Background: an optimization exercise with open tools, aiming at small area, a short achievable clock period and few clock cycles. Do not read the settings as production practice.
RTL that was checked went through simulation tests only; none was proved equivalent to the original.
No functional check of the RTL was part of run 1.
Power is estimated from default activity; no workload was simulated.

$ cat design/flow/design.v
package hough_pkg;
   localparam int IMG_DIM         = 10;    
   localparam int MAX_EDGES       = 32;    
   localparam int NUM_RAD_BINS    = 16;    
   localparam int MIN_RADIUS      = 1;
   localparam int MAX_RADIUS      = 6;
   localparam int X_VOTE_MIN      = 2;     
   localparam int Y_VOTE_MIN      = 1;
   localparam int DEFAULT_CENT_LO = 4;     
   localparam int DEFAULT_CENT_HI = 5;
   typedef logic [3:0] coord_t;       
   typedef logic [9:0] row_t;         
   typedef logic [9:0] cent_mask_t;   
   typedef logic [7:0] vote_t;        
   typedef logic [5:0] edge_cnt_t;    
   typedef logic [4:0] edge_idx_t;
   typedef logic [7:0] dist_sq_t;     
   typedef logic [3:0] radius_t;
   typedef logic [5:0] rad_cnt_t;
   typedef logic [7:0] rad_mask_t;    
   localparam coord_t LAST_COORD = coord_t'(IMG_DIM - 1);
   localparam logic [6*(MAX_RADIUS+1)-1:0] RAD_THRESH = {
      6'd13, 6'd12, 6'd10, 6'd8, 6'd4, 6'd4, 6'd0
   };
   typedef struct packed {
      coord_t x;   
      coord_t y;   
   } edge_pt_t;
   typedef struct packed {
      cent_mask_t x_mask;
      cent_mask_t y_mask;
   } cand_t;
   typedef struct packed {
      coord_t    x;
      coord_t    y;
      rad_mask_t rad_mask;
      logic      last;   
   } result_t;
   typedef enum logic [2:0] {
      LOAD, SCAN, PAIR_X, PAIR_Y, MASK, WAIT
   } voter_state_e;
   typedef enum logic [2:0] {
      IDLE, NEXT_CENT, FEED, DRAIN, JUDGE, EMIT
   } rad_state_e;
endpackage
`timescale 1ns/1ps
module radius_voter (
   input  logic        clk,
   input  logic        i_en,     
   input  logic [99:0] i_img,    
   input  logic [9:1]  i_u,      
   input  logic [9:1]  i_v,      
   output logic [6:1]  o_mask    
);
   wire [9:1] u = i_u;
   wire [9:1] v = i_v;
   wire r1g0_t0 = i_img[1] & v[1];
   wire r1g0_t1 = i_img[9] & ~v[9];
   wire r1g0_t2 = i_img[10] & u[1];
   wire r1g0_t3 = i_img[11] & ((u[1] & v[1]));
   wire r1g0_s1 = r1g0_t0 ^ r1g0_t1 ^ r1g0_t2;
   wire r1g0_c2 = (r1g0_t0 & r1g0_t1) | (r1g0_t0 & r1g0_t2) | (r1g0_t1 & r1g0_t2);
   wire [2:0] r1g0_n = {1'b0, r1g0_c2, r1g0_s1} + {1'b0, 1'b0, r1g0_t3};
   logic [2:0] r1g0_q;
   wire r1g1_t0 = i_img[19] & ((u[1] & ~v[9]));
   wire r1g1_t1 = i_img[90] & ~u[9];
   wire r1g1_t2 = i_img[91] & ((~u[9] & v[1]));
   wire r1g1_t3 = i_img[99] & ((~u[9] & ~v[9]));
   wire r1g1_s1 = r1g1_t0 ^ r1g1_t1 ^ r1g1_t2;
   wire r1g1_c2 = (r1g1_t0 & r1g1_t1) | (r1g1_t0 & r1g1_t2) | (r1g1_t1 & r1g1_t2);
   wire [2:0] r1g1_n = {1'b0, r1g1_c2, r1g1_s1} + {1'b0, 1'b0, r1g1_t3};
   logic [2:0] r1g1_q;
   wire r1z_s1 = r1g0_q[2] ^ r1g1_q[2] ^ 1'b1;
   wire r1z_c2 = (r1g0_q[2] & r1g1_q[2]) | (r1g0_q[2] & 1'b1) | (r1g1_q[2] & 1'b1);
   assign o_mask[1] = ((1'b1 & 1'b0) | ((1'b1 | 1'b0) & ((1'b1 & 1'b0) | ((1'b1 | 1'b0) & ((r1z_c2 & 1'b1) | ((r1z_c2 | 1'b1) & ((r1z_s1 & 1'b0) | ((r1z_s1 | 1'b0) & ((r1g0_q[1] & r1g1_q[1]) | ((r1g0_q[1] | r1g1_q[1]) & ((r1g0_q[0] & r1g1_q[0]) | ((r1g0_q[0] | r1g1_q[0]) & 1'b0))))))))))));
   wire r2g0_t0 = i_img[2] & v[2];
   wire r2g0_t1 = i_img[8] & ~v[8];
   wire r2g0_t2 = i_img[12] & ((u[1] & v[2]));
   wire r2g0_t3 = i_img[18] & ((u[1] & ~v[8]));
   wire r2g0_t4 = i_img[20] & u[2];
   wire r2g0_t5 = i_img[21] & ((u[2] & v[1]));
   wire r2g0_s1 = r2g0_t0 ^ r2g0_t1 ^ r2g0_t2;
   wire r2g0_c2 = (r2g0_t0 & r2g0_t1) | (r2g0_t0 & r2g0_t2) | (r2g0_t1 & r2g0_t2);
   wire r2g0_s3 = r2g0_t3 ^ r2g0_t4 ^ r2g0_t5;
   wire r2g0_c4 = (r2g0_t3 & r2g0_t4) | (r2g0_t3 & r2g0_t5) | (r2g0_t4 & r2g0_t5);
   wire [2:0] r2g0_n = {1'b0, r2g0_c2, r2g0_s1} + {1'b0, r2g0_c4, r2g0_s3};
   logic [2:0] r2g0_q;
   wire r2g1_t0 = i_img[22] & ((u[2] & v[2]));
   wire r2g1_t1 = i_img[28] & ((u[2] & ~v[8]));
   wire r2g1_t2 = i_img[29] & ((u[2] & ~v[9]));
   wire r2g1_t3 = i_img[80] & ~u[8];
   wire r2g1_t4 = i_img[81] & ((~u[8] & v[1]));
   wire r2g1_s1 = r2g1_t0 ^ r2g1_t1 ^ r2g1_t2;
   wire r2g1_c2 = (r2g1_t0 & r2g1_t1) | (r2g1_t0 & r2g1_t2) | (r2g1_t1 & r2g1_t2);
   wire r2g1_s3 = r2g1_s1 ^ r2g1_t3 ^ r2g1_t4;
   wire r2g1_c4 = (r2g1_s1 & r2g1_t3) | (r2g1_s1 & r2g1_t4) | (r2g1_t3 & r2g1_t4);
   wire [2:0] r2g1_n = {1'b0, r2g1_c4, r2g1_s3} + {1'b0, r2g1_c2, 1'b0};
   logic [2:0] r2g1_q;
   wire r2g2_t0 = i_img[82] & ((~u[8] & v[2]));
   wire r2g2_t1 = i_img[88] & ((~u[8] & ~v[8]));
   wire r2g2_t2 = i_img[89] & ((~u[8] & ~v[9]));
   wire r2g2_t3 = i_img[92] & ((~u[9] & v[2]));
   wire r2g2_t4 = i_img[98] & ((~u[9] & ~v[8]));
   wire r2g2_s1 = r2g2_t0 ^ r2g2_t1 ^ r2g2_t2;
   wire r2g2_c2 = (r2g2_t0 & r2g2_t1) | (r2g2_t0 & r2g2_t2) | (r2g2_t1 & r2g2_t2);
   wire r2g2_s3 = r2g2_s1 ^ r2g2_t3 ^ r2g2_t4;
   wire r2g2_c4 = (r2g2_s1 & r2g2_t3) | (r2g2_s1 & r2g2_t4) | (r2g2_t3 & r2g2_t4);
   wire [2:0] r2g2_n = {1'b0, r2g2_c4, r2g2_s3} + {1'b0, r2g2_c2, 1'b0};
   logic [2:0] r2g2_q;
   wire r2z_s1 = r2g0_q[0] ^ r2g1_q[0] ^ r2g2_q[0];
   wire r2z_c2 = (r2g0_q[0] & r2g1_q[0]) | (r2g0_q[0] & r2g2_q[0]) | (r2g1_q[0] & r2g2_q[0]);
   wire r2z_s3 = r2g0_q[1] ^ r2g1_q[1] ^ r2g2_q[1];
   wire r2z_c4 = (r2g0_q[1] & r2g1_q[1]) | (r2g0_q[1] & r2g2_q[1]) | (r2g1_q[1] & r2g2_q[1]);
   wire r2z_s5 = r2g0_q[2] ^ r2g1_q[2] ^ r2g2_q[2];
   wire r2z_c6 = (r2g0_q[2] & r2g1_q[2]) | (r2g0_q[2] & r2g2_q[2]) | (r2g1_q[2] & r2g2_q[2]);
   wire r2z_s7 = r2z_c4 ^ r2z_s5 ^ 1'b1;
   wire r2z_c8 = (r2z_c4 & r2z_s5) | (r2z_c4 & 1'b1) | (r2z_s5 & 1'b1);
   wire r2z_s9 = r2z_c8 ^ r2z_c6 ^ 1'b1;
   wire r2z_c10 = (r2z_c8 & r2z_c6) | (r2z_c8 & 1'b1) | (r2z_c6 & 1'b1);
   assign o_mask[2] = ((1'b1 & 1'b0) | ((1'b1 | 1'b0) & ((r2z_c10 & 1'b1) | ((r2z_c10 | 1'b1) & ((r2z_s9 & 1'b0) | ((r2z_s9 | 1'b0) & ((r2z_s7 & 1'b0) | ((r2z_s7 | 1'b0) & ((r2z_c2 & r2z_s3) | ((r2z_c2 | r2z_s3) & ((r2z_s1 & 1'b0) | ((r2z_s1 | 1'b0) & 1'b0))))))))))));
   wire r3g0_t0 = i_img[3] & v[3];
   wire r3g0_t1 = i_img[7] & ~v[7];
   wire r3g0_t2 = i_img[13] & ((u[1] & v[3]));
   wire r3g0_t3 = i_img[17] & ((u[1] & ~v[7]));
   wire r3g0_t4 = i_img[23] & ((u[2] & v[3]));
   wire r3g0_t5 = i_img[27] & ((u[2] & ~v[7]));
   wire r3g0_t6 = i_img[30] & u[3];
   wire r3g0_s1 = r3g0_t0 ^ r3g0_t1 ^ r3g0_t2;
   wire r3g0_c2 = (r3g0_t0 & r3g0_t1) | (r3g0_t0 & r3g0_t2) | (r3g0_t1 & r3g0_t2);
   wire r3g0_s3 = r3g0_t3 ^ r3g0_t4 ^ r3g0_t5;
   wire r3g0_c4 = (r3g0_t3 & r3g0_t4) | (r3g0_t3 & r3g0_t5) | (r3g0_t4 & r3g0_t5);
   wire r3g0_s5 = r3g0_s1 ^ r3g0_s3 ^ r3g0_t6;
   wire r3g0_c6 = (r3g0_s1 & r3g0_s3) | (r3g0_s1 & r3g0_t6) | (r3g0_s3 & r3g0_t6);
   wire r3g0_s7 = r3g0_c6 ^ r3g0_c2 ^ r3g0_c4;
   wire r3g0_c8 = (r3g0_c6 & r3g0_c2) | (r3g0_c6 & r3g0_c4) | (r3g0_c2 & r3g0_c4);
   wire [3:0] r3g0_n = {1'b0, r3g0_c8, r3g0_s7, r3g0_s5} + {1'b0, 1'b0, 1'b0, 1'b0};
   logic [2:0] r3g0_q;
   wire r3g1_t0 = i_img[31] & ((u[3] & v[1]));
   wire r3g1_t1 = i_img[32] & ((u[3] & v[2]));
   wire r3g1_t2 = i_img[38] & ((u[3] & ~v[8]));
   wire r3g1_t3 = i_img[39] & ((u[3] & ~v[9]));
   wire r3g1_t4 = i_img[70] & ~u[7];
   wire r3g1_t5 = i_img[71] & ((~u[7] & v[1]));
   wire r3g1_t6 = i_img[72] & ((~u[7] & v[2]));
   wire r3g1_s1 = r3g1_t0 ^ r3g1_t1 ^ r3g1_t2;
   wire r3g1_c2 = (r3g1_t0 & r3g1_t1) | (r3g1_t0 & r3g1_t2) | (r3g1_t1 & r3g1_t2);
   wire r3g1_s3 = r3g1_t3 ^ r3g1_t4 ^ r3g1_t5;
   wire r3g1_c4 = (r3g1_t3 & r3g1_t4) | (r3g1_t3 & r3g1_t5) | (r3g1_t4 & r3g1_t5);
   wire r3g1_s5 = r3g1_s1 ^ r3g1_s3 ^ r3g1_t6;
   wire r3g1_c6 = (r3g1_s1 & r3g1_s3) | (r3g1_s1 & r3g1_t6) | (r3g1_s3 & r3g1_t6);
   wire r3g1_s7 = r3g1_c6 ^ r3g1_c2 ^ r3g1_c4;
   wire r3g1_c8 = (r3g1_c6 & r3g1_c2) | (r3g1_c6 & r3g1_c4) | (r3g1_c2 & r3g1_c4);
   wire [3:0] r3g1_n = {1'b0, r3g1_c8, r3g1_s7, r3g1_s5} + {1'b0, 1'b0, 1'b0, 1'b0};
   logic [2:0] r3g1_q;
   wire r3g2_t0 = i_img[78] & ((~u[7] & ~v[8]));
   wire r3g2_t1 = i_img[79] & ((~u[7] & ~v[9]));
   wire r3g2_t2 = i_img[83] & ((~u[8] & v[3]));
   wire r3g2_t3 = i_img[87] & ((~u[8] & ~v[7]));
   wire r3g2_t4 = i_img[93] & ((~u[9] & v[3]));
   wire r3g2_t5 = i_img[97] & ((~u[9] & ~v[7]));
   wire r3g2_s1 = r3g2_t0 ^ r3g2_t1 ^ r3g2_t2;
   wire r3g2_c2 = (r3g2_t0 & r3g2_t1) | (r3g2_t0 & r3g2_t2) | (r3g2_t1 & r3g2_t2);
   wire r3g2_s3 = r3g2_t3 ^ r3g2_t4 ^ r3g2_t5;
   wire r3g2_c4 = (r3g2_t3 & r3g2_t4) | (r3g2_t3 & r3g2_t5) | (r3g2_t4 & r3g2_t5);
   wire [2:0] r3g2_n = {1'b0, r3g2_c2, r3g2_s1} + {1'b0, r3g2_c4, r3g2_s3};
   logic [2:0] r3g2_q;
   wire r3z_s1 = r3g0_q[0] ^ r3g1_q[0] ^ r3g2_q[0];
   wire r3z_c2 = (r3g0_q[0] & r3g1_q[0]) | (r3g0_q[0] & r3g2_q[0]) | (r3g1_q[0] & r3g2_q[0]);
   wire r3z_s3 = r3g0_q[1] ^ r3g1_q[1] ^ r3g2_q[1];
   wire r3z_c4 = (r3g0_q[1] & r3g1_q[1]) | (r3g0_q[1] & r3g2_q[1]) | (r3g1_q[1] & r3g2_q[1]);
   wire r3z_s5 = r3g0_q[2] ^ r3g1_q[2] ^ r3g2_q[2];
   wire r3z_c6 = (r3g0_q[2] & r3g1_q[2]) | (r3g0_q[2] & r3g2_q[2]) | (r3g1_q[2] & r3g2_q[2]);
   assign o_mask[3] = ((1'b1 & 1'b0) | ((1'b1 | 1'b0) & ((1'b1 & 1'b0) | ((1'b1 | 1'b0) & ((r3z_c6 & 1'b1) | ((r3z_c6 | 1'b1) & ((r3z_c4 & r3z_s5) | ((r3z_c4 | r3z_s5) & ((r3z_c2 & r3z_s3) | ((r3z_c2 | r3z_s3) & ((r3z_s1 & 1'b0) | ((r3z_s1 | 1'b0) & 1'b0))))))))))));
   wire r4g0_t0 = i_img[4] & v[4];
   wire r4g0_t1 = i_img[6] & ~v[6];
   wire r4g0_t2 = i_img[14] & ((u[1] & v[4]));
   wire r4g0_t3 = i_img[16] & ((u[1] & ~v[6]));
   wire r4g0_t4 = i_img[24] & ((u[2] & v[4]));
   wire r4g0_t5 = i_img[26] & ((u[2] & ~v[6]));
   wire r4g0_s1 = r4g0_t0 ^ r4g0_t1 ^ r4g0_t2;
   wire r4g0_c2 = (r4g0_t0 & r4g0_t1) | (r4g0_t0 & r4g0_t2) | (r4g0_t1 & r4g0_t2);
   wire r4g0_s3 = r4g0_t3 ^ r4g0_t4 ^ r4g0_t5;
   wire r4g0_c4 = (r4g0_t3 & r4g0_t4) | (r4g0_t3 & r4g0_t5) | (r4g0_t4 & r4g0_t5);
   wire [2:0] r4g0_n = {1'b0, r4g0_c2, r4g0_s1} + {1'b0, r4g0_c4, r4g0_s3};
   logic [2:0] r4g0_q;
   wire r4g1_t0 = i_img[33] & ((u[3] & v[3]));
   wire r4g1_t1 = i_img[37] & ((u[3] & ~v[7]));
   wire r4g1_t2 = i_img[40] & u[4];
   wire r4g1_t3 = i_img[41] & ((u[4] & v[1]));
   wire r4g1_t4 = i_img[42] & ((u[4] & v[2]));
   wire r4g1_t5 = i_img[48] & ((u[4] & ~v[8]));
   wire r4g1_s1 = r4g1_t0 ^ r4g1_t1 ^ r4g1_t2;
   wire r4g1_c2 = (r4g1_t0 & r4g1_t1) | (r4g1_t0 & r4g1_t2) | (r4g1_t1 & r4g1_t2);
   wire r4g1_s3 = r4g1_t3 ^ r4g1_t4 ^ r4g1_t5;
   wire r4g1_c4 = (r4g1_t3 & r4g1_t4) | (r4g1_t3 & r4g1_t5) | (r4g1_t4 & r4g1_t5);
   wire [2:0] r4g1_n = {1'b0, r4g1_c2, r4g1_s1} + {1'b0, r4g1_c4, r4g1_s3};
   logic [2:0] r4g1_q;
   wire r4g2_t0 = i_img[49] & ((u[4] & ~v[9]));
   wire r4g2_t1 = i_img[60] & ~u[6];
   wire r4g2_t2 = i_img[61] & ((~u[6] & v[1]));
   wire r4g2_t3 = i_img[62] & ((~u[6] & v[2]));
   wire r4g2_t4 = i_img[68] & ((~u[6] & ~v[8]));
   wire r4g2_t5 = i_img[69] & ((~u[6] & ~v[9]));
   wire r4g2_s1 = r4g2_t0 ^ r4g2_t1 ^ r4g2_t2;
   wire r4g2_c2 = (r4g2_t0 & r4g2_t1) | (r4g2_t0 & r4g2_t2) | (r4g2_t1 & r4g2_t2);
   wire r4g2_s3 = r4g2_t3 ^ r4g2_t4 ^ r4g2_t5;
   wire r4g2_c4 = (r4g2_t3 & r4g2_t4) | (r4g2_t3 & r4g2_t5) | (r4g2_t4 & r4g2_t5);
   wire [2:0] r4g2_n = {1'b0, r4g2_c2, r4g2_s1} + {1'b0, r4g2_c4, r4g2_s3};
   logic [2:0] r4g2_q;
   wire r4g3_t0 = i_img[73] & ((~u[7] & v[3]));
   wire r4g3_t1 = i_img[77] & ((~u[7] & ~v[7]));
   wire r4g3_t2 = i_img[84] & ((~u[8] & v[4]));
   wire r4g3_t3 = i_img[86] & ((~u[8] & ~v[6]));
   wire r4g3_t4 = i_img[94] & ((~u[9] & v[4]));
   wire r4g3_t5 = i_img[96] & ((~u[9] & ~v[6]));
   wire r4g3_s1 = r4g3_t0 ^ r4g3_t1 ^ r4g3_t2;
   wire r4g3_c2 = (r4g3_t0 & r4g3_t1) | (r4g3_t0 & r4g3_t2) | (r4g3_t1 & r4g3_t2);
   wire r4g3_s3 = r4g3_t3 ^ r4g3_t4 ^ r4g3_t5;
   wire r4g3_c4 = (r4g3_t3 & r4g3_t4) | (r4g3_t3 & r4g3_t5) | (r4g3_t4 & r4g3_t5);
   wire [2:0] r4g3_n = {1'b0, r4g3_c2, r4g3_s1} + {1'b0, r4g3_c4, r4g3_s3};
   logic [2:0] r4g3_q;
   wire r4z_s1 = r4g0_q[0] ^ r4g1_q[0] ^ r4g2_q[0];
   wire r4z_c2 = (r4g0_q[0] & r4g1_q[0]) | (r4g0_q[0] & r4g2_q[0]) | (r4g1_q[0] & r4g2_q[0]);
   wire r4z_s3 = r4g0_q[1] ^ r4g1_q[1] ^ r4g2_q[1];
   wire r4z_c4 = (r4g0_q[1] & r4g1_q[1]) | (r4g0_q[1] & r4g2_q[1]) | (r4g1_q[1] & r4g2_q[1]);
   wire r4z_s5 = r4g0_q[2] ^ r4g1_q[2] ^ r4g2_q[2];
   wire r4z_c6 = (r4g0_q[2] & r4g1_q[2]) | (r4g0_q[2] & r4g2_q[2]) | (r4g1_q[2] & r4g2_q[2]);
   wire r4z_s7 = r4z_c2 ^ r4z_s3 ^ r4g3_q[1];
   wire r4z_c8 = (r4z_c2 & r4z_s3) | (r4z_c2 & r4g3_q[1]) | (r4z_s3 & r4g3_q[1]);
   wire r4z_s9 = r4z_c4 ^ r4z_s5 ^ r4g3_q[2];
   wire r4z_c10 = (r4z_c4 & r4z_s5) | (r4z_c4 & r4g3_q[2]) | (r4z_s5 & r4g3_q[2]);
   wire r4z_s11 = r4z_c8 ^ r4z_s9 ^ 1'b1;
   wire r4z_c12 = (r4z_c8 & r4z_s9) | (r4z_c8 & 1'b1) | (r4z_s9 & 1'b1);
   wire r4z_s13 = r4z_c12 ^ r4z_c10 ^ r4z_c6;
   wire r4z_c14 = (r4z_c12 & r4z_c10) | (r4z_c12 & r4z_c6) | (r4z_c10 & r4z_c6);
   assign o_mask[4] = ((1'b1 & 1'b0) | ((1'b1 | 1'b0) & ((r4z_c14 & 1'b1) | ((r4z_c14 | 1'b1) & ((r4z_s13 & 1'b0) | ((r4z_s13 | 1'b0) & ((r4z_s11 & 1'b0) | ((r4z_s11 | 1'b0) & ((r4z_s7 & 1'b1) | ((r4z_s7 | 1'b1) & ((r4z_s1 & r4g3_q[0]) | ((r4z_s1 | r4g3_q[0]) & 1'b0))))))))))));
   wire r5g0_t0 = i_img[5];
   wire r5g0_t1 = i_img[15] & u[1];
   wire r5g0_t2 = i_img[25] & u[2];
   wire r5g0_t3 = i_img[34] & ((u[3] & v[4]));
   wire r5g0_t4 = i_img[35] & u[3];
   wire r5g0_t5 = i_img[36] & ((u[3] & ~v[6]));
   wire r5g0_t6 = i_img[43] & ((u[4] & v[3]));
   wire r5g0_s1 = r5g0_t0 ^ r5g0_t1 ^ r5g0_t2;
   wire r5g0_c2 = (r5g0_t0 & r5g0_t1) | (r5g0_t0 & r5g0_t2) | (r5g0_t1 & r5g0_t2);
   wire r5g0_s3 = r5g0_t3 ^ r5g0_t4 ^ r5g0_t5;
   wire r5g0_c4 = (r5g0_t3 & r5g0_t4) | (r5g0_t3 & r5g0_t5) | (r5g0_t4 & r5g0_t5);
   wire r5g0_s5 = r5g0_s1 ^ r5g0_s3 ^ r5g0_t6;
   wire r5g0_c6 = (r5g0_s1 & r5g0_s3) | (r5g0_s1 & r5g0_t6) | (r5g0_s3 & r5g0_t6);
   wire r5g0_s7 = r5g0_c6 ^ r5g0_c2 ^ r5g0_c4;
   wire r5g0_c8 = (r5g0_c6 & r5g0_c2) | (r5g0_c6 & r5g0_c4) | (r5g0_c2 & r5g0_c4);
   wire [3:0] r5g0_n = {1'b0, r5g0_c8, r5g0_s7, r5g0_s5} + {1'b0, 1'b0, 1'b0, 1'b0};
   logic [2:0] r5g0_q;
   wire r5g1_t0 = i_img[44] & ((u[4] & v[4]));
   wire r5g1_t1 = i_img[46] & ((u[4] & ~v[6]));
   wire r5g1_t2 = i_img[47] & ((u[4] & ~v[7]));
   wire r5g1_t3 = i_img[50];
   wire r5g1_t4 = i_img[51] & v[1];
   wire r5g1_t5 = i_img[52] & v[2];
   wire r5g1_t6 = i_img[53] & v[3];
   wire r5g1_s1 = r5g1_t0 ^ r5g1_t1 ^ r5g1_t2;
   wire r5g1_c2 = (r5g1_t0 & r5g1_t1) | (r5g1_t0 & r5g1_t2) | (r5g1_t1 & r5g1_t2);
   wire r5g1_s3 = r5g1_t3 ^ r5g1_t4 ^ r5g1_t5;
   wire r5g1_c4 = (r5g1_t3 & r5g1_t4) | (r5g1_t3 & r5g1_t5) | (r5g1_t4 & r5g1_t5);
   wire r5g1_s5 = r5g1_s1 ^ r5g1_s3 ^ r5g1_t6;
   wire r5g1_c6 = (r5g1_s1 & r5g1_s3) | (r5g1_s1 & r5g1_t6) | (r5g1_s3 & r5g1_t6);
   wire r5g1_s7 = r5g1_c6 ^ r5g1_c2 ^ r5g1_c4;
   wire r5g1_c8 = (r5g1_c6 & r5g1_c2) | (r5g1_c6 & r5g1_c4) | (r5g1_c2 & r5g1_c4);
   wire [3:0] r5g1_n = {1'b0, r5g1_c8, r5g1_s7, r5g1_s5} + {1'b0, 1'b0, 1'b0, 1'b0};
   logic [2:0] r5g1_q;
   wire r5g2_t0 = i_img[57] & ~v[7];
   wire r5g2_t1 = i_img[58] & ~v[8];
   wire r5g2_t2 = i_img[59] & ~v[9];
   wire r5g2_t3 = i_img[63] & ((~u[6] & v[3]));
   wire r5g2_t4 = i_img[64] & ((~u[6] & v[4]));
   wire r5g2_t5 = i_img[66] & ((~u[6] & ~v[6]));
   wire r5g2_s1 = r5g2_t0 ^ r5g2_t1 ^ r5g2_t2;
   wire r5g2_c2 = (r5g2_t0 & r5g2_t1) | (r5g2_t0 & r5g2_t2) | (r5g2_t1 & r5g2_t2);
   wire r5g2_s3 = r5g2_t3 ^ r5g2_t4 ^ r5g2_t5;
   wire r5g2_c4 = (r5g2_t3 & r5g2_t4) | (r5g2_t3 & r5g2_t5) | (r5g2_t4 & r5g2_t5);
   wire [2:0] r5g2_n = {1'b0, r5g2_c2, r5g2_s1} + {1'b0, r5g2_c4, r5g2_s3};
   logic [2:0] r5g2_q;
   wire r5g3_t0 = i_img[67] & ((~u[6] & ~v[7]));
   wire r5g3_t1 = i_img[74] & ((~u[7] & v[4]));
   wire r5g3_t2 = i_img[75] & ~u[7];
   wire r5g3_t3 = i_img[76] & ((~u[7] & ~v[6]));
   wire r5g3_t4 = i_img[85] & ~u[8];
   wire r5g3_t5 = i_img[95] & ~u[9];
   wire r5g3_s1 = r5g3_t0 ^ r5g3_t1 ^ r5g3_t2;
   wire r5g3_c2 = (r5g3_t0 & r5g3_t1) | (r5g3_t0 & r5g3_t2) | (r5g3_t1 & r5g3_t2);
   wire r5g3_s3 = r5g3_t3 ^ r5g3_t4 ^ r5g3_t5;
   wire r5g3_c4 = (r5g3_t3 & r5g3_t4) | (r5g3_t3 & r5g3_t5) | (r5g3_t4 & r5g3_t5);
   wire [2:0] r5g3_n = {1'b0, r5g3_c2, r5g3_s1} + {1'b0, r5g3_c4, r5g3_s3};
   logic [2:0] r5g3_q;
   wire r5z_s1 = r5g0_q[0] ^ r5g1_q[0] ^ r5g2_q[0];
   wire r5z_c2 = (r5g0_q[0] & r5g1_q[0]) | (r5g0_q[0] & r5g2_q[0]) | (r5g1_q[0] & r5g2_q[0]);
   wire r5z_s3 = r5g0_q[1] ^ r5g1_q[1] ^ r5g2_q[1];
   wire r5z_c4 = (r5g0_q[1] & r5g1_q[1]) | (r5g0_q[1] & r5g2_q[1]) | (r5g1_q[1] & r5g2_q[1]);
   wire r5z_s5 = r5g0_q[2] ^ r5g1_q[2] ^ r5g2_q[2];
   wire r5z_c6 = (r5g0_q[2] & r5g1_q[2]) | (r5g0_q[2] & r5g2_q[2]) | (r5g1_q[2] & r5g2_q[2]);
   wire r5z_s7 = r5z_c2 ^ r5z_s3 ^ r5g3_q[1];
   wire r5z_c8 = (r5z_c2 & r5z_s3) | (r5z_c2 & r5g3_q[1]) | (r5z_s3 & r5g3_q[1]);
   wire r5z_s9 = r5z_c4 ^ r5z_s5 ^ r5g3_q[2];
   wire r5z_c10 = (r5z_c4 & r5z_s5) | (r5z_c4 & r5g3_q[2]) | (r5z_s5 & r5g3_q[2]);
   wire r5z_s11 = r5z_c8 ^ r5z_s9 ^ 1'b1;
   wire r5z_c12 = (r5z_c8 & r5z_s9) | (r5z_c8 & 1'b1) | (r5z_s9 & 1'b1);
   wire r5z_s13 = r5z_c12 ^ r5z_c10 ^ r5z_c6;
   wire r5z_c14 = (r5z_c12 & r5z_c10) | (r5z_c12 & r5z_c6) | (r5z_c10 & r5z_c6);
   assign o_mask[5] = ((1'b1 & 1'b0) | ((1'b1 | 1'b0) & ((r5z_c14 & 1'b1) | ((r5z_c14 | 1'b1) & ((r5z_s13 & 1'b0) | ((r5z_s13 | 1'b0) & ((r5z_s11 & 1'b0) | ((r5z_s11 | 1'b0) & ((r5z_s7 & 1'b0) | ((r5z_s7 | 1'b0) & ((r5z_s1 & r5g3_q[0]) | ((r5z_s1 | r5g3_q[0]) & 1'b0))))))))))));
   wire r6g0_t0 = i_img[4] & ~v[4];
   wire r6g0_t1 = i_img[6] & v[6];
   wire r6g0_t2 = i_img[14] & ((u[1] & ~v[4]));
   wire r6g0_t3 = i_img[16] & ((u[1] & v[6]));
   wire r6g0_t4 = i_img[24] & ((u[2] & ~v[4]));
   wire r6g0_t5 = i_img[26] & ((u[2] & v[6]));
   wire r6g0_t6 = i_img[34] & ((u[3] & ~v[4]));
   wire r6g0_s1 = r6g0_t0 ^ r6g0_t1 ^ r6g0_t2;
   wire r6g0_c2 = (r6g0_t0 & r6g0_t1) | (r6g0_t0 & r6g0_t2) | (r6g0_t1 & r6g0_t2);
   wire r6g0_s3 = r6g0_t3 ^ r6g0_t4 ^ r6g0_t5;
   wire r6g0_c4 = (r6g0_t3 & r6g0_t4) | (r6g0_t3 & r6g0_t5) | (r6g0_t4 & r6g0_t5);
   wire r6g0_s5 = r6g0_s1 ^ r6g0_s3 ^ r6g0_t6;
   wire r6g0_c6 = (r6g0_s1 & r6g0_s3) | (r6g0_s1 & r6g0_t6) | (r6g0_s3 & r6g0_t6);
   wire r6g0_s7 = r6g0_c6 ^ r6g0_c2 ^ r6g0_c4;
   wire r6g0_c8 = (r6g0_c6 & r6g0_c2) | (r6g0_c6 & r6g0_c4) | (r6g0_c2 & r6g0_c4);
   wire [3:0] r6g0_n = {1'b0, r6g0_c8, r6g0_s7, r6g0_s5} + {1'b0, 1'b0, 1'b0, 1'b0};
   logic [2:0] r6g0_q;
   wire r6g1_t0 = i_img[36] & ((u[3] & v[6]));
   wire r6g1_t1 = i_img[40] & ~u[4];
   wire r6g1_t2 = i_img[41] & ((~u[4] & v[1]));
   wire r6g1_t3 = i_img[42] & ((~u[4] & v[2]));
   wire r6g1_t4 = i_img[43] & ((~u[4] & v[3]));
   wire r6g1_t5 = i_img[45] & u[4];
   wire r6g1_t6 = i_img[47] & ((~u[4] & ~v[7]));
   wire r6g1_s1 = r6g1_t0 ^ r6g1_t1 ^ r6g1_t2;
   wire r6g1_c2 = (r6g1_t0 & r6g1_t1) | (r6g1_t0 & r6g1_t2) | (r6g1_t1 & r6g1_t2);
   wire r6g1_s3 = r6g1_t3 ^ r6g1_t4 ^ r6g1_t5;
   wire r6g1_c4 = (r6g1_t3 & r6g1_t4) | (r6g1_t3 & r6g1_t5) | (r6g1_t4 & r6g1_t5);
   wire r6g1_s5 = r6g1_s1 ^ r6g1_s3 ^ r6g1_t6;
   wire r6g1_c6 = (r6g1_s1 & r6g1_s3) | (r6g1_s1 & r6g1_t6) | (r6g1_s3 & r6g1_t6);
   wire r6g1_s7 = r6g1_c6 ^ r6g1_c2 ^ r6g1_c4;
   wire r6g1_c8 = (r6g1_c6 & r6g1_c2) | (r6g1_c6 & r6g1_c4) | (r6g1_c2 & r6g1_c4);
   wire [3:0] r6g1_n = {1'b0, r6g1_c8, r6g1_s7, r6g1_s5} + {1'b0, 1'b0, 1'b0, 1'b0};
   logic [2:0] r6g1_q;
   wire r6g2_t0 = i_img[48] & ((~u[4] & ~v[8]));
   wire r6g2_t1 = i_img[49] & ((~u[4] & ~v[9]));
   wire r6g2_t2 = i_img[54] & v[4];
   wire r6g2_t3 = i_img[56] & ~v[6];
   wire r6g2_t4 = i_img[60] & u[6];
   wire r6g2_t5 = i_img[61] & ((u[6] & v[1]));
   wire r6g2_s1 = r6g2_t0 ^ r6g2_t1 ^ r6g2_t2;
   wire r6g2_c2 = (r6g2_t0 & r6g2_t1) | (r6g2_t0 & r6g2_t2) | (r6g2_t1 & r6g2_t2);
   wire r6g2_s3 = r6g2_t3 ^ r6g2_t4 ^ r6g2_t5;
   wire r6g2_c4 = (r6g2_t3 & r6g2_t4) | (r6g2_t3 & r6g2_t5) | (r6g2_t4 & r6g2_t5);
   wire [2:0] r6g2_n = {1'b0, r6g2_c2, r6g2_s1} + {1'b0, r6g2_c4, r6g2_s3};
   logic [2:0] r6g2_q;
   wire r6g3_t0 = i_img[62] & ((u[6] & v[2]));
   wire r6g3_t1 = i_img[63] & ((u[6] & v[3]));
   wire r6g3_t2 = i_img[65] & ~u[6];
   wire r6g3_t3 = i_img[67] & ((u[6] & ~v[7]));
   wire r6g3_t4 = i_img[68] & ((u[6] & ~v[8]));
   wire r6g3_t5 = i_img[69] & ((u[6] & ~v[9]));
   wire r6g3_s1 = r6g3_t0 ^ r6g3_t1 ^ r6g3_t2;
   wire r6g3_c2 = (r6g3_t0 & r6g3_t1) | (r6g3_t0 & r6g3_t2) | (r6g3_t1 & r6g3_t2);
   wire r6g3_s3 = r6g3_t3 ^ r6g3_t4 ^ r6g3_t5;
   wire r6g3_c4 = (r6g3_t3 & r6g3_t4) | (r6g3_t3 & r6g3_t5) | (r6g3_t4 & r6g3_t5);
   wire [2:0] r6g3_n = {1'b0, r6g3_c2, r6g3_s1} + {1'b0, r6g3_c4, r6g3_s3};
   logic [2:0] r6g3_q;
   wire r6g4_t0 = i_img[74] & ((~u[7] & ~v[4]));
   wire r6g4_t1 = i_img[76] & ((~u[7] & v[6]));
   wire r6g4_t2 = i_img[84] & ((~u[8] & ~v[4]));
   wire r6g4_t3 = i_img[86] & ((~u[8] & v[6]));
   wire r6g4_t4 = i_img[94] & ((~u[9] & ~v[4]));
   wire r6g4_t5 = i_img[96] & ((~u[9] & v[6]));
   wire r6g4_s1 = r6g4_t0 ^ r6g4_t1 ^ r6g4_t2;
   wire r6g4_c2 = (r6g4_t0 & r6g4_t1) | (r6g4_t0 & r6g4_t2) | (r6g4_t1 & r6g4_t2);
   wire r6g4_s3 = r6g4_t3 ^ r6g4_t4 ^ r6g4_t5;
   wire r6g4_c4 = (r6g4_t3 & r6g4_t4) | (r6g4_t3 & r6g4_t5) | (r6g4_t4 & r6g4_t5);
   wire [2:0] r6g4_n = {1'b0, r6g4_c2, r6g4_s1} + {1'b0, r6g4_c4, r6g4_s3};
   logic [2:0] r6g4_q;
   wire r6z_s1 = r6g0_q[0] ^ r6g1_q[0] ^ r6g2_q[0];
   wire r6z_c2 = (r6g0_q[0] & r6g1_q[0]) | (r6g0_q[0] & r6g2_q[0]) | (r6g1_q[0] & r6g2_q[0]);
   wire r6z_s3 = r6g3_q[0] ^ r6g4_q[0] ^ 1'b1;
   wire r6z_c4 = (r6g3_q[0] & r6g4_q[0]) | (r6g3_q[0] & 1'b1) | (r6g4_q[0] & 1'b1);
   wire r6z_s5 = r6g0_q[1] ^ r6g1_q[1] ^ r6g2_q[1];
   wire r6z_c6 = (r6g0_q[1] & r6g1_q[1]) | (r6g0_q[1] & r6g2_q[1]) | (r6g1_q[1] & r6g2_q[1]);
   wire r6z_s7 = r6g3_q[1] ^ r6g4_q[1] ^ 1'b1;
   wire r6z_c8 = (r6g3_q[1] & r6g4_q[1]) | (r6g3_q[1] & 1'b1) | (r6g4_q[1] & 1'b1);
   wire r6z_s9 = r6g0_q[2] ^ r6g1_q[2] ^ r6g2_q[2];
   wire r6z_c10 = (r6g0_q[2] & r6g1_q[2]) | (r6g0_q[2] & r6g2_q[2]) | (r6g1_q[2] & r6g2_q[2]);
   wire r6z_s11 = r6z_c2 ^ r6z_c4 ^ r6z_s5;
   wire r6z_c12 = (r6z_c2 & r6z_c4) | (r6z_c2 & r6z_s5) | (r6z_c4 & r6z_s5);
   wire r6z_s13 = r6z_c6 ^ r6z_c8 ^ r6z_s9;
   wire r6z_c14 = (r6z_c6 & r6z_c8) | (r6z_c6 & r6z_s9) | (r6z_c8 & r6z_s9);
   wire r6z_s15 = r6z_c12 ^ r6z_s13 ^ r6g3_q[2];
   wire r6z_c16 = (r6z_c12 & r6z_s13) | (r6z_c12 & r6g3_q[2]) | (r6z_s13 & r6g3_q[2]);
   wire r6z_s17 = r6z_c16 ^ r6z_c14 ^ r6z_c10;
   wire r6z_c18 = (r6z_c16 & r6z_c14) | (r6z_c16 & r6z_c10) | (r6z_c14 & r6z_c10);
   assign o_mask[6] = ((1'b1 & 1'b0) | ((1'b1 | 1'b0) & ((r6z_c18 & 1'b1) | ((r6z_c18 | 1'b1) & ((r6z_s17 & 1'b0) | ((r6z_s17 | 1'b0) & ((r6z_s15 & r6g4_q[2]) | ((r6z_s15 | r6g4_q[2]) & ((r6z_s11 & r6z_s7) | ((r6z_s11 | r6z_s7) & ((r6z_s1 & r6z_s3) | ((r6z_s1 | r6z_s3) & 1'b0))))))))))));
   always_ff @(posedge clk) begin
      if (i_en) begin
         r1g0_q <= r1g0_n[2:0];
         r1g1_q <= r1g1_n[2:0];
         r2g0_q <= r2g0_n[2:0];
         r2g1_q <= r2g1_n[2:0];
         r2g2_q <= r2g2_n[2:0];
         r3g0_q <= r3g0_n[2:0];
         r3g1_q <= r3g1_n[2:0];
         r3g2_q <= r3g2_n[2:0];
         r4g0_q <= r4g0_n[2:0];
         r4g1_q <= r4g1_n[2:0];
         r4g2_q <= r4g2_n[2:0];
         r4g3_q <= r4g3_n[2:0];
         r5g0_q <= r5g0_n[2:0];
         r5g1_q <= r5g1_n[2:0];
         r5g2_q <= r5g2_n[2:0];
         r5g3_q <= r5g3_n[2:0];
         r6g0_q <= r6g0_n[2:0];
         r6g1_q <= r6g1_n[2:0];
         r6g2_q <= r6g2_n[2:0];
         r6g3_q <= r6g3_n[2:0];
         r6g4_q <= r6g4_n[2:0];
      end
   end
endmodule
`timescale 1ns/1ps
module hough_top (
   input  logic                clk,
   input  logic                i_rst_n,
   input  logic                i_row_valid,
   input  hough_pkg::row_t     i_row,
   output logic                o_row_ready,
   output logic                o_res_valid,
   output hough_pkg::result_t  o_res,
   input  logic                i_res_ready
);
   logic [9:0] a_q [10];      
   logic [3:0] rcnt_q;        
   logic       afull_q;       
   logic       vld1_q;        
   logic [3:0] vrow_q;        
   logic       bvalid_q;      
   logic       take;
   logic       xfer;
   assign xfer        = afull_q && !bvalid_q;
   assign o_row_ready = !afull_q || !bvalid_q;
   assign take        = i_row_valid && o_row_ready;
   always_ff @(posedge clk or negedge i_rst_n) begin
      if (!i_rst_n) begin
         rcnt_q  <= '0;
         afull_q <= 1'b0;
         vld1_q  <= 1'b0;
      end else begin
         vld1_q <= take;
         if (xfer) begin
            rcnt_q  <= take ? 4'd1 : 4'd0;
            afull_q <= 1'b0;
         end else if (take) begin
            rcnt_q  <= rcnt_q + 4'd1;
            afull_q <= (rcnt_q == 4'd9);
         end
      end
   end
   always_ff @(posedge clk) begin
      if (take) begin
         vrow_q <= xfer ? 4'd0 : rcnt_q;
         for (int i = 0; i < 9; i++) a_q[i] <= a_q[i+1];
         a_q[9] <= i_row;
      end
   end
   logic [1:0] xv_q [10];     
   logic [1:0] yv_q [1:9];    
   logic [2:0] xinc [10];
   logic [1:0] yinc [1:5];
   logic       first;
   function automatic logic [2:0] tadd(input logic [2:0] a, input logic [2:0] b);
      tadd[0] = a[0] | b[0];
      tadd[1] = a[1] | b[1] | (a[0] & b[0]);
      tadd[2] = a[2] | b[2] | (a[1] & b[0]) | (a[0] & b[1]);
   endfunction
   function automatic logic [2:0] tcnt10(input logic [9:0] m);
      logic [2:0] l1 [5];
      logic [2:0] l2 [3];
      for (int k = 0; k < 5; k++)
         l1[k] = {1'b0, m[2*k] & m[2*k+1], m[2*k] | m[2*k+1]};
      l2[0] = tadd(l1[0], l1[1]);
      l2[1] = tadd(l1[2], l1[3]);
      l2[2] = l1[4];
      tcnt10 = tadd(tadd(l2[0], l2[1]), l2[2]);
   endfunction
   assign first = (vrow_q == 4'd0);
   logic [9:0] xpairs [10];
   always_comb begin
      int n;
      for (int c = 0; c < 10; c++) begin
         xpairs[c] = '0;
         n = 0;
         for (int a = 0; a < 9; a++)
            for (int b = a + 1; b < 10; b++)
               if (((a + b) >> 1) == c) begin
                  xpairs[c][n] = a_q[9][a] & a_q[9][b];
                  n = n + 1;
               end
         xinc[c] = tcnt10(xpairs[c]);
      end
   end
   logic [2:0] ym1, ym2;
   always_comb begin
      for (int e = 1; e <= 5; e++) begin
         ym1 = (vrow_q >= 4'(2*e-1)) ? tcnt10(a_q[9] & a_q[9-(2*e-1)]) : 3'd0;
         ym2 = (e < 5 && vrow_q >= 4'(2*e)) ? tcnt10(a_q[9] & a_q[(9-2*e) < 0 ? 0 : 9-2*e]) : 3'd0;
         yinc[e] = tadd(ym1, ym2);
      end
   end
   logic [1:0] xv_n [10];
   logic [1:0] yv_n [1:9];
   logic [2:0] xo, xs_;
   logic [1:0] yo;
   always_comb begin
      for (int c = 0; c < 10; c++) begin
         xo      = first ? 3'd0 : {xv_q[c] == 2'd3, xv_q[c][1], xv_q[c] != 2'd0};
         xs_     = tadd(xo, xinc[c]);
         xv_n[c] = {xs_[1], xs_[2] | (xs_[0] & !xs_[1])};
      end
      for (int e = 1; e <= 9; e++) begin
         yo = (first || e == 1) ? 2'd0 : yv_q[e-1];
         if (e <= 5) begin
            yv_n[e][0] = yo[0] | yinc[e][0];
            yv_n[e][1] = yo[1] | yinc[e][1] | (yo[0] & yinc[e][0]);
         end else begin
            yv_n[e] = yo;
         end
      end
   end
   always_ff @(posedge clk) begin
      if (vld1_q) begin
         for (int c = 0; c < 10; c++) xv_q[c] <= xv_n[c];
         for (int e = 1; e <= 9; e++)  yv_q[e] <= yv_n[e];
      end
   end
   logic       v2_q;          
   logic       v2first_q;     
   logic [3:0] v2row_q;       
   logic [9:0] r2_q;          
   logic [3:0] pop_q;         
   logic [5:0] room_q;        
   logic [3:0] prow_q;        
   logic [9:0] pcol_q;        
   logic       cutok_q;       
   logic [3:0] pop1;
   logic [5:0] proom;
   logic [5:0] pleft;         
   logic       pcross;
   logic [2:0] plo [5];       
   logic [2:0] psu [5:9];     
   logic [3:0] room4_q;       
   logic [3:0] r4;            
   logic [3:0] pdrop;         
   logic [5:0] tr;            
   logic [4:0] ld;            
   logic [9:0] kc;
   function automatic logic [3:0] pop10(input logic [9:0] b);
      logic s0, c0, s1, c1, s2, c2, t0, d0, u1, f1, e0, g1, h;
      s0 = b[0] ^ b[1] ^ b[2];  c0 = (b[0] & b[1]) | (b[0] & b[2]) | (b[1] & b[2]);
      s1 = b[3] ^ b[4] ^ b[5];  c1 = (b[3] & b[4]) | (b[3] & b[5]) | (b[4] & b[5]);
      s2 = b[6] ^ b[7] ^ b[8];  c2 = (b[6] & b[7]) | (b[6] & b[8]) | (b[7] & b[8]);
      t0 = s0 ^ s1 ^ s2;        d0 = (s0 & s1) | (s0 & s2) | (s1 & s2);
      pop10[0] = t0 ^ b[9];     e0 = t0 & b[9];
      u1 = c0 ^ c1 ^ c2;        f1 = (c0 & c1) | (c0 & c2) | (c1 & c2);
      pop10[1] = u1 ^ d0 ^ e0;  g1 = (u1 & d0) | (u1 & e0) | (d0 & e0);
      pop10[2] = f1 ^ g1;       h  = f1 & g1;
      pop10[3] = h;
   endfunction
   assign pop1 = pop10(a_q[9]);
   function automatic logic [2:0] pc5(input logic [4:0] b);
      logic s1, c1, c2;
      s1 = b[0] ^ b[1] ^ b[2];  c1 = (b[0] & b[1]) | (b[0] & b[2]) | (b[1] & b[2]);
      pc5[0] = s1 ^ b[3] ^ b[4];
      c2 = (s1 & b[3]) | (s1 & b[4]) | (b[3] & b[4]);
      pc5[1] = c1 ^ c2;
      pc5[2] = c1 & c2;
   endfunction
   always_comb begin
      proom  = v2first_q ? 6'd32 : room_q;
      pleft  = proom - {2'd0, pop_q};
      pcross = (proom != 6'd0) && ({2'd0, pop_q} >= proom);
      plo[0] = pc5({4'd0, r2_q[0]});
      plo[1] = pc5({3'd0, r2_q[1:0]});
      plo[2] = pc5({2'd0, r2_q[2:0]});
      plo[3] = pc5({1'd0, r2_q[3:0]});
      plo[4] = pc5(r2_q[4:0]);
      psu[5] = pc5({1'd0, r2_q[9:6]});
      psu[6] = pc5({2'd0, r2_q[9:7]});
      psu[7] = pc5({3'd0, r2_q[9:8]});
      psu[8] = pc5({4'd0, r2_q[9]});
      psu[9] = 3'd0;
      r4    = v2first_q ? 4'd15 : room4_q;
      pdrop = pop_q - r4;
      for (int k = 0; k < 6; k++) tr[k] = r4 >= 4'(k);
      for (int k = 0; k < 5; k++) ld[k] = pdrop <= 4'(k);
      for (int j = 0; j < 5; j++) kc[j] = tr[plo[j]];
      for (int j = 5; j < 10; j++) kc[j] = ld[psu[j]];
   end
   always_ff @(posedge clk or negedge i_rst_n) begin
      if (!i_rst_n) v2_q <= 1'b0;
      else          v2_q <= vld1_q;
   end
   always_ff @(posedge clk) begin
      if (vld1_q) begin
         v2first_q <= first;
         v2row_q   <= vrow_q;
         r2_q      <= a_q[9];
         pop_q     <= pop1;
      end
      if (v2_q) begin
         room_q  <= pcross ? 6'd0 : pleft;
         room4_q <= pcross ? 4'd0 : ((pleft > 6'd15) ? 4'd15 : pleft[3:0]);
         if (v2first_q) prow_q <= 4'd15;
         if (pcross) begin
            prow_q <= v2row_q;
            pcol_q <= kc;
         end
         if (v2first_q)                                        cutok_q <= 1'b0;
         else if (v2row_q == 4'd9)                             cutok_q <= 1'b1;
         else if (v2row_q == 4'd8 && !pcross && pleft > 6'd10) cutok_q <= 1'b1;
         else if (v2row_q == 4'd7 && !pcross && pleft > 6'd20) cutok_q <= 1'b1;
      end
   end
   logic [9:0] b_q [10];
   logic       mpend_q;       
   logic       cutpend_q;     
   logic       bmv_q;         
   logic       used_q;        
   logic [9:0] bxm_q;         
   logic [9:0] bym_q;         
   logic [3:0] bcx_q;
   logic [3:0] bcy_q;
   logic [9:0] xm_c;
   logic [9:0] ym_c;
   logic       xstep;
   logic       ystep;
   logic       bready;
   logic       sload;
   always_comb begin
      for (int c = 0; c < 10; c++) xm_c[c] = (xv_q[c] == 2'd3);
      for (int c = 0; c < 9; c++)  ym_c[c] = yv_q[9-c][1];
      ym_c[9] = 1'b0;
      if (xm_c == '0) xm_c = 10'h030;
      if (ym_c == '0) ym_c = 10'h030;
   end
   assign xstep  = bvalid_q && bmv_q && !cutpend_q && (!bxm_q[0] || used_q);
   assign ystep  = bvalid_q && bmv_q && !cutpend_q && !bym_q[0];
   assign bready = bvalid_q && bmv_q && !cutpend_q && bxm_q[0] && bym_q[0] && !used_q;
   always_ff @(posedge clk or negedge i_rst_n) begin
      if (!i_rst_n) begin
         bvalid_q <= 1'b0;
         mpend_q  <= 1'b0;
         cutpend_q <= 1'b0;
         bmv_q    <= 1'b0;
         used_q   <= 1'b0;
      end else begin
         mpend_q <= xfer;
         if (xfer) cutpend_q <= !cutok_q;
         else      cutpend_q <= cutpend_q && !cutok_q;
         if (xfer) begin
            bvalid_q <= 1'b1;
            bmv_q    <= 1'b0;
            used_q   <= 1'b0;
         end else begin
            if (mpend_q) bmv_q <= 1'b1;
            if (sload) begin
               if (bxm_q[9:1] == '0) bvalid_q <= 1'b0;
               else                  used_q   <= 1'b1;
            end else if (xstep) begin
               used_q <= 1'b0;
            end
         end
      end
   end
   always_ff @(posedge clk) begin
      if (xfer) begin
         bcx_q <= '0;
         bcy_q <= '0;
         for (int i = 0; i < 10; i++)
            for (int j = 0; j < 10; j++)
               b_q[i][j] <= a_q[i][j] &    
                            ((4'(i) < prow_q) || ((4'(i) == prow_q) && pcol_q[j]));
      end else begin
         if (mpend_q) begin
            bxm_q <= xm_c;
            bym_q <= ym_c;
         end
         if (cutpend_q)
            for (int i = 8; i < 10; i++)
               for (int j = 0; j < 10; j++)
                  b_q[i][j] <= b_q[i][j] &
                               ((4'(i) < prow_q) || ((4'(i) == prow_q) && pcol_q[j]));
         if (xstep) begin
            bcx_q <= bcx_q + 4'd1;
            bxm_q <= bxm_q >> 1;
         end
         if (ystep) begin
            bcy_q <= bcy_q + 4'd1;
            bym_q <= bym_q >> 1;
         end
         if (xstep || ystep)
            for (int i = 0; i < 10; i++)
               for (int j = 0; j < 10; j++)
                  b_q[i][j] <= b_q[(i + (ystep ? 1 : 0)) % 10][(j + (xstep ? 1 : 0)) % 10];
      end
   end
   logic [9:0] s_q [10];
   logic       svalid_q;
   logic [9:0] sym_q;         
   logic [3:0] scx_q;
   logic [3:0] scy_q;
   logic       slastx_q;      
   logic       sfinal;
   logic       sfinal_q;      
   logic       kvalid_q;      
   logic       stall;
   logic       adv;
   logic [99:0] s_flat;
   logic [9:1] u;             
   logic [9:1] v;             
   logic [6:1] rmask;
   assign stall  = kvalid_q;
   assign adv    = !stall;
   assign sfinal = sfinal_q;
   assign sload  = bready && (!svalid_q || (sfinal && adv));
   always_ff @(posedge clk or negedge i_rst_n) begin
      if (!i_rst_n) begin
         svalid_q <= 1'b0;
      end else begin
         if (sload)                       svalid_q <= 1'b1;
         else if (svalid_q && adv && sfinal) svalid_q <= 1'b0;
      end
   end
   always_ff @(posedge clk) begin
      if (sload) begin
         for (int i = 0; i < 10; i++) s_q[i] <= b_q[i];
         sym_q    <= bym_q;
         sfinal_q <= (bym_q[9:1] == '0);
         scx_q    <= bcx_q;
         for (int k = 1; k < 10; k++) begin
            u[k] <= ({1'b0, bcy_q} + 5'(k)) <= 5'd9;
            v[k] <= ({1'b0, bcx_q} + 5'(k)) <= 5'd9;
         end
         scy_q    <= bcy_q;
         slastx_q <= (bxm_q[9:1] == '0);
      end else if (svalid_q && adv) begin
         for (int i = 0; i < 10; i++) s_q[i] <= s_q[(i + 1) % 10];
         sym_q    <= sym_q >> 1;
         sfinal_q <= (sym_q[9:2] == '0);
         scy_q <= scy_q + 4'd1;
         u     <= {1'b0, u[9:2]};
      end
   end
   always_comb begin
      for (int i = 0; i < 10; i++)
         for (int j = 0; j < 10; j++) s_flat[10*i + j] = s_q[i][j];
   end
   radius_voter u_judge (
      .clk    (clk),
      .i_en   (adv),
      .i_img  (s_flat),
      .i_u    (u),
      .i_v    (v),
      .o_mask (rmask)
   );
   logic       pvalid_q;
   logic [3:0] pcx_q;
   logic [3:0] pcy_q;
   logic       plast_q;
   hough_pkg::result_t pres;
   hough_pkg::result_t kres_q;
   logic               offer;
   logic               ofree;
   assign pres  = {pcx_q, pcy_q, 1'b0, rmask, 1'b0, plast_q};
   assign offer = pvalid_q && adv;
   assign ofree = !o_res_valid || i_res_ready;
   always_ff @(posedge clk or negedge i_rst_n) begin
      if (!i_rst_n) begin
         pvalid_q    <= 1'b0;
         o_res_valid <= 1'b0;
         kvalid_q    <= 1'b0;
      end else begin
         if (adv) pvalid_q <= svalid_q && sym_q[0];
         if (ofree) begin
            o_res_valid <= kvalid_q || offer;
            kvalid_q    <= 1'b0;
         end else if (offer) begin
            kvalid_q    <= 1'b1;
         end
      end
   end
   always_ff @(posedge clk) begin
      if (adv) begin
         pcx_q   <= scx_q;
         pcy_q   <= scy_q;
         plast_q <= slastx_q && sfinal;
      end
      if (ofree) o_res  <= kvalid_q ? kres_q : pres;
      if (!kvalid_q) kres_q <= pres;
   end
endmodule
$ cat design/flow/run.sh
#!/bin/bash
# synth_recipe.tcl (not shown) runs the flow's synth.tcl, then flattens the netlist and writes it again
# the make line also repeats each setting of config.mk as NAME=value (left out here)
make -C /OpenROAD-flow-scripts/flow DESIGN_CONFIG=/design/flow/config.mk WORK_HOME=/design/flow/orfs CLKGATE_MAP_FILE= SYNTH_SCRIPT=/design/flow/synth_recipe.tcl finish
$ cat design/flow/constraint.sdc
create_clock -name core_clock -period 8.0 [get_ports {clk}]
set_input_delay 1.6000 -clock core_clock [delete_from_list [all_inputs] [get_ports {clk}]]
set_output_delay 1.6000 -clock core_clock [all_outputs]
set_load 0.01 [all_outputs]
$ cat design/flow/config.mk
export PLATFORM = sky130hd
export DESIGN_NAME = hough_top
export DESIGN_NICKNAME = hough_top
export VERILOG_FILES = /design/flow/design.v
export SDC_FILE = /design/flow/constraint.sdc
export NUM_CORES = 4
export LEC_CHECK = 0
export CAP_MARGIN = 20
export CORE_MARGIN = 2
export CORE_UTILIZATION = 55
export SETUP_SLACK_MARGIN = 4.8
export SLEW_MARGIN = 20
==> impl_metrics.json, run 1 <==
{
  "synth_warnings": 54,
  "netSwitchingPower_mw": 6.25,
  "finalWirelength_um": 86600,
  "die_y_um": 240,
  "placement_rows": 86,
  "swShare_pct": 40.1,
  "crit_chain": "clkdlybuf4s50_1",
  "grt-ovfl-total": 0,
  "endpoint_kind": "primary output",
  "netlist_area_um2": 30700,
  "syn2layout_area_growth_pct": 9.64,
  "wl_per_cell_um": 24.6,
  "worst_ir_drop_vdd_uv": 357,
  "p_leak_nw": 13.0,
  "powerDensity_nw_per_um2": 463,
  "post_dp_cell_area_um2": 31500,
  "reg2reg_depth": 11,
  "cts_tree": "done",
  "finish.net_count": 2911,
  "track_usage_pct": 30.4,
  "r2r-start": "v2first_q$_DFFE_PP_",
  "dp_cells": 3403,
  "finalSetupViolCount": 0,
  "synth_top_area_share_pct": 51.3,
  "r2r-end": "cutok_q$_SDFFCE_PP0P_",
  "cp-start-kind": "register",
  "drc": 0,
  "root_buffer": "clkbuf_16",
  "synth_flop_cell": "edfxtp_1",
  "synth_edf_count": 524,
  "maxCapViolCount": 0,
  "async_flop_share_pct": 2.83,
  "vias": 22048,
  "cp.required_ns": 6.40,
  "port_buffers": 32,
  "diodes": 0,
  "status": "complete, no violations",
  "cts_buffers": 60,
  "final_antenna_net_count": 0,
  "worstPathMaxFanout": 1,
  "tightestPinTransition_ns": 1.13,
  "fin_skew_ns": 0.0254,
  "hold_end": "pcx_q[0]$_DFFE_PN_",
  "power_frac_comb_pct": 39.2,
  "initial_utilization_pct": 55.7,
  "stdcell_count": 3523,
  "cp.arrival_ns": 1.54,
  "grt_pass1_vias": 21636,
  "dpl.hpwl_um": 61500,
  "maxSlewViolCount": 0,
  "cts_buffer_depth": 3,
  "cp_num_buf_inv": 1,
  "antenna_found_initial": 0,
  "grt_pass1_wl_um": 131000,
  "drive_above_1_share_pct": 6.38,
  "critical_path.max_stage_delay_ns": 0.59,
  "die_w_um": 240,
  "finalSetupTns_ns": 0,
  "stdcell_area_um2": 33600,
  "slowest_stage": "clkdlybuf4s50_1",
  "cts.sinks": 565,
  "p_total_mw": 15.6,
  "viasPerCell": 6.26,
  "rrSetupSlack_ns": 4.95,
  "finalCriticalPeriod_ns": 3.14,
  "grt_max_degree": 106,
  "worstSkewPairLatency_ns": 0.63,
  "synth_fp_nets": 2951,
  "cts.clk_slew.worst_paths_ns": 0.06,
  "first_pass_iters": 6,
  "synth.yosys.seq_area_share_pct": 54.2,
  "place_congestion": 0.940,
  "synth_top_cell_by_area": "edfxtp_1",
  "slew_headroom_pct": 24.4,
  "seqPwrFrac_pct": 42.5,
  "coreArea_um2": 55100,
  "netlist_instances": 2763,
  "worstHoldStart": "scx_q[0]$_DFFE_PP_",
  "drt_iter0_drc": 2602,
  "min_path_cells": 0,
  "intPower_mw": 9.33,
  "crit_type": "reg -> out",
  "synth_area_per_cell_um2": 11.1,
  "clock_power_share_pct": 18.3,
  "period_share_pct": 39.2,
  "hold_path.class": "reg -> reg",
  "ys_ff_latch": 565,
  "final_hold_viol_count": 0,
  "cts-htree-levels": 2,
  "fmax_mhz": 319,
  "rsz0062_at_grt": "no",
  "critPathTopFamily": "buffers and inverters",
  "final_cell_mix": "nand2_1 (554), edfxtp_1 (524), inv_1 (126)",
  "die-area_um2": 57700,
  "final_common_cell": "nand2_1",
  "yosys-top-cells-area": "edfxtp_1 (51%), nand2_1 (6.8%), fa_1 (6.3%)",
  "pin_count": 33,
  "yosysUniqueCellTypes": 84
}
-- how the worst max path moves through the flow --
stage	startpoint	endpoint	slack, ns	depth (start not counted)
CTS	o_res[5]$_DFFE_PN_	o_res[5]	4.80	1
global placement	i_row_valid	a_q[3][4]$_DFFE_PP_	4.13	3
finish	o_res[5]$_DFFE_PN_	o_res[5]	4.86	1
detailed placement	i_row_valid	a_q[3][9]$_DFFE_PP_	4.10	3
floorplan	cutpend_q$_DFF_PN0_	s_q[0][0]$_DFFE_PP_	4.38	4
global route	o_res[2]$_DFFE_PN_	o_res[2]	4.80	1
-- routing by layer --
metal	wire length [µm]	GRT usage (%)	vias to the layer above
met2	40500	48.5	979
li1	-	-	10024
met5	0	0	-
met4	2870	10.4	0
met3	6810	5.20	175
met1	36400	42.3	10870
-- synthesized netlist by cell type, drive strengths merged (10+ instances only) --
| library cell | count |
|---|---|
| inv | 131 |
| a21oi | 105 |
| nand4 | 15 |
| nor3b | 22 |
| buf | 38 |
| a21o | 13 |
| clkbuf | 135 |
| ha | 77 |
| a31oi | 17 |
| o211ai | 63 |
| fa | 97 |
| mux2i | 93 |
| edfxtp | 524 |
| and3 | 25 |
| o21a | 21 |
| nand3 | 97 |
| a22o | 10 |
| o22a | 13 |
| and3b | 10 |
| dfxtp | 25 |
| nor2b | 20 |
| and2 | 35 |
| dfrtp | 16 |
| nor2 | 109 |
| mux2 | 10 |
| a211oi | 12 |
| maj3 | 12 |
| o22ai | 21 |
| nand3b | 25 |
| xnor2 | 17 |
| o221ai | 75 |
| a22oi | 57 |
| nand2 | 556 |
| or2 | 10 |
| nor3 | 22 |
| o21ai | 120 |
| nand2b | 20 |
-- power groups by stage --
stage	Combinational (mW)	Clock (mW)	Sequential [mW]
6_report	6.11	2.86	6.62
3_5_place_dp	6.06	0	6.65
4_1_cts	6.13	2.91	6.59
5_1_grt	6.93	3.02	6.73
3_3_place_gp	5.89	0	6.64
2_1_floorplan	4.54	0	5.95
-- state kept, by name, summed over array words and instances, names as in the netlist, 13 cells and up --
| name | cells |
|---|---|
| s_q | 100 |
| xv_q | 20 |
| kres_q | 17 |
| o_res | 17 |
| b_q | 100 |
| yv_q | 13 |
| a_q | 100 |
-- cell families after synthesis --
kind of cell    Yosys count  share of synthesized area, %
mux                     103                          3.40
fa+ha+maj               186                          9.87
buf+inv                 305                          3.89
simple gates            993                          14.9
xor+xnor                 24                         0.685
compound gates          587                          13.1
flops                   565                          54.2
-- layout make-up --
type / count / area, µm²
Fill cell: 4609 / 21500
Timing Repair Buffer: 71 / 623
Sequential cell: 565 / 16600
Inverter: 132 / 498
Tap cell: 748 / 936
Multi-Input combinational cell: 1893 / 12900
Clock buffer: 74 / 1620
Clock inverter: 40 / 407
-- what timing repair did --
| action | 4_1_cts | 5_1_grt |
|---|---|---|
| endpoints found under the setup margin | 99 | 161 |
| hold buffers | 0 | 0 |
| pin swaps | 1 | 0 |
| buffers inserted | 6 | 0 |
| resized for setup | 5 | 5 |
-- worst reg2reg max path: stages, from the launching register on --
cell and delay, ns:
edfxtp_1 0.43, buf_4 0.19, nand2b_4 0.15, xnor2_1 0.15, ha_1 0.23, or3_1 0.39
o22ai_2 0.19, a41oi_1 0.10, nor4_4 0.33, buf_4 0.20, a2111oi_0 0.06, or3_1 0.40
-- per-stage QoR --
step / setup WS (ns) / util, % / hold WS, ns
2_1_floorplan: 4.38 / - / 0.379
3_3_place_gp: 4.13 / 57.2 / 0.406
5_1_grt: 4.80 / 61.1 / 0.442
3_5_place_dp: 4.10 / 57.2 / 0.411
4_1_cts: 4.80 / 61.0 / 0.430
6_report: 4.86 / 61.1 / 0.432
==> inputs of run 2 (changes only) <==
--- a/design/flow/design.v
+++ b/design/flow/design.v
@@ -442,5 +442,6 @@
    logic       take;
    logic       xfer;
-   assign xfer        = afull_q && !bvalid_q;
+   logic       blast;         
+   assign xfer        = afull_q && (!bvalid_q || blast);
    assign o_row_ready = !afull_q || !bvalid_q;
    assign take        = i_row_valid && o_row_ready;
@@ -651,4 +652,5 @@
    assign ystep  = bvalid_q && bmv_q && !cutpend_q && !bym_q[0];
    assign bready = bvalid_q && bmv_q && !cutpend_q && bxm_q[0] && bym_q[0] && !used_q;
+   assign blast  = sload && (bxm_q[9:1] == '0);
    always_ff @(posedge clk or negedge i_rst_n) begin
       if (!i_rst_n) begin
@@ -659,10 +661,10 @@
          used_q   <= 1'b0;
       end else begin
-         mpend_q <= xfer;
+         mpend_q <= xfer && vld1_q;    
          if (xfer) cutpend_q <= !cutok_q;
          else      cutpend_q <= cutpend_q && !cutok_q;
          if (xfer) begin
             bvalid_q <= 1'b1;
-            bmv_q    <= 1'b0;
+            bmv_q    <= !vld1_q;
             used_q   <= 1'b0;
          end else begin
@@ -685,4 +687,8 @@
                b_q[i][j] <= a_q[i][j] &    
                             ((4'(i) < prow_q) || ((4'(i) == prow_q) && pcol_q[j]));
+         if (!vld1_q) begin
+            bxm_q <= xm_c;
+            bym_q <= ym_c;
+         end
       end else begin
          if (mpend_q) begin
==> run 2 against run 1 <==
Net effect:
- still clean on timing, DRC and antenna
- non-clock buffer count is 2 higher
- utilization fell by 0.30 points
- final cell count grew 5.3%
- flip-flop and latch count did not move
- synthesized area grew 1.8%
- clock skew is 0.0075 ns lower
- largest cell class unchanged
==> impl_metrics.json, run 2 <==
{
  "antenna_found_initial": 1,
  "netlist_instances": 2950,
  "dpl.hpwl_um": 62700,
  "cp.arrival_ns": 1.55,
  "async_flop_share_pct": 2.83,
  "ys_ff_latch": 565,
  "synth_flop_cell": "edfxtp_1",
  "p_leak_nw": 13.4,
  "root_buffer": "clkbuf_16",
  "fmax_mhz": 318,
  "synth_common_cells": "nand2_1 (674), edfxtp_1 (524), a21oi_1 (143)",
  "period_share_pct": 39.3,
  "worst_ir_drop_vdd_uv": 241,
  "die_w_um": 242,
  "worstPathMaxFanout": 2,
  "cp.required_ns": 6.40,
  "synth_area_per_cell_um2": 10.6,
  "synth-xor-area-share_pct": 0.729,
  "synth_top_family_by_area": "simple AND/OR/NAND/NOR gates",
  "status": "complete, no violations",
  "cts_buffer_depth": 3,
  "pin_count": 33,
  "placement_rows": 87,
  "drt_iter0_drc": 2724,
  "cts-htree-levels": 2,
  "vias": 23298,
  "slowest_stage": "clkdlybuf4s50_1",
  "finalCriticalPeriod_ns": 3.15,
  "die_y_um": 242,
  "final_cell_mix": "nand2_1 (669), edfxtp_1 (524), a21oi_1 (143)",
  "final_common_cell": "nand2_1",
  "coreArea_um2": 56300,
  "cts.clk_slew.worst_paths_ns": 0.06,
  "cp-start-kind": "register",
  "diodes": 0,
  "fin_util_pct": 60.7,
  "nFillCells": 4750,
  "first_pass_iters": 6,
  "synth_warnings": 54,
  "syn2layout_area_growth_pct": 9.44,
  "port_buffers": 32,
  "grt_pass1_wl_um": 138000,
  "top_regs": "a_q: 100 flops, b_q: 100 flops, s_q: 100 flops",
  "finish.net_count": 3092,
  "place_congestion": 0.917,
  "wl_per_cell_um": 24.3,
  "grt_pass1_vias": 22715,
  "worstSkewPairLatency_ns": 0.64,
  "rsz0062_at_grt": "no"
}
## run 2: repair_timing
| action | CTS | global route |
|---|---|---|
| pin swaps | 0 | 1 |
| hold buffers | 0 | 0 |
| setup buffers | 5 | 4 |
| gates resized for setup | 11 | 10 |
| endpoints found under the setup margin | 295 | 190 |
## run 2: cell type report
class | count | area, µm² | share of cell area (%)
Clock buffer | 74 | 1630 | 4.76
Clock inverter | 41 | 355 | 1.04
Inverter | 131 | 498 | 1.46
Multi-Input combinational cell | 2070 | 13500 | 39.4
Sequential cell | 565 | 16600 | 48.7
Tap cell | 756 | 946 | 2.77
Timing Repair Buffer | 73 | 659 | 1.93
## run 2: cell families after synthesis
group / after synthesis
AOI/OAI and AO/OA: 630
xor gates and xnor gates: 26
adders and majority gates: 184
buffers and inverters: 315
DFF: 565
muxes: 59
and+or+nand+nor: 1171
## run 2: worst paths after layout
path | to | slack [ns] | cells after the start | from
worst max-delay path | o_res_valid | 4.85 | 1 | o_res_valid$_DFFE_PN0N_
worst max register to register | o_res[7]$_DFFE_PN_ | 5.00 | 8 | u_judge.r6g2_q[2]$_DFFE_PN_
worst min register to register | pcx_q[2]$_DFFE_PN_ | 0.42 | 0 | scx_q[2]$_DFFE_PP_
min in group asynchronous | bmv_q$_DFFE_PN0P_ | 1.49 | 1 | i_rst_n
worst min-delay path | pcx_q[2]$_DFFE_PN_ | 0.42 | 0 | scx_q[2]$_DFFE_PP_
max in group asynchronous | afull_q$_DFFE_PN0P_ | 5.88 | 1 | i_rst_n
## run 2: routing by layer
layer	up-vias	global-route usage, %	share of wire, %	wire length (µm)
met4	0	10.3	3.4	3090
met3	214	4.35	8.2	7390
met1	11454	42.9	42	37700
met5	-	0	0	0
li1	10541	-	-	-
met2	1089	48.8	46	41800
## run 2: worst register-to-register path: stages, from the launching register on
cell	delay [ns]
edfxtp_1	0.39
fa_1	0.54
inv_1	0.05
fa_1	0.45
fa_1	0.49
inv_1	0.04
maj3_1	0.35
a211oi_2	0.33
a21oi_1	0.09
## run 2: where the power goes
group	total (mW)	switching [mW]	internal [mW]	leakage, nW
Clock	2.83	1.19	1.63	0.985
Sequential	6.40	1.25	5.15	5.53
Combinational	5.81	3.64	2.17	6.89
## run 2: stage by stage
| stage | power, mW | worst slack (ns) | hold slack [ns] | area [µm²] | instances |
|---|---|---|---|---|---|
| floorplan | 10.1 | 4.37 | 0.379 | 31300 | 2950 |
| global placement | 11.9 | 3.97 | 0.405 | 32100 | 3586 |
| detailed placement | 12.1 | 3.94 | 0.407 | 32100 | 3586 |
| CTS | 15.0 | 4.81 | 0.421 | 34100 | 3706 |
| global route | 16.0 | 4.81 | 0.422 | 34200 | 3710 |
| finish | 15.0 | 4.85 | 0.423 | 34200 | 3710 |
Testbench counts of run 2, summed over its fixed seeds: cycles 2,832.
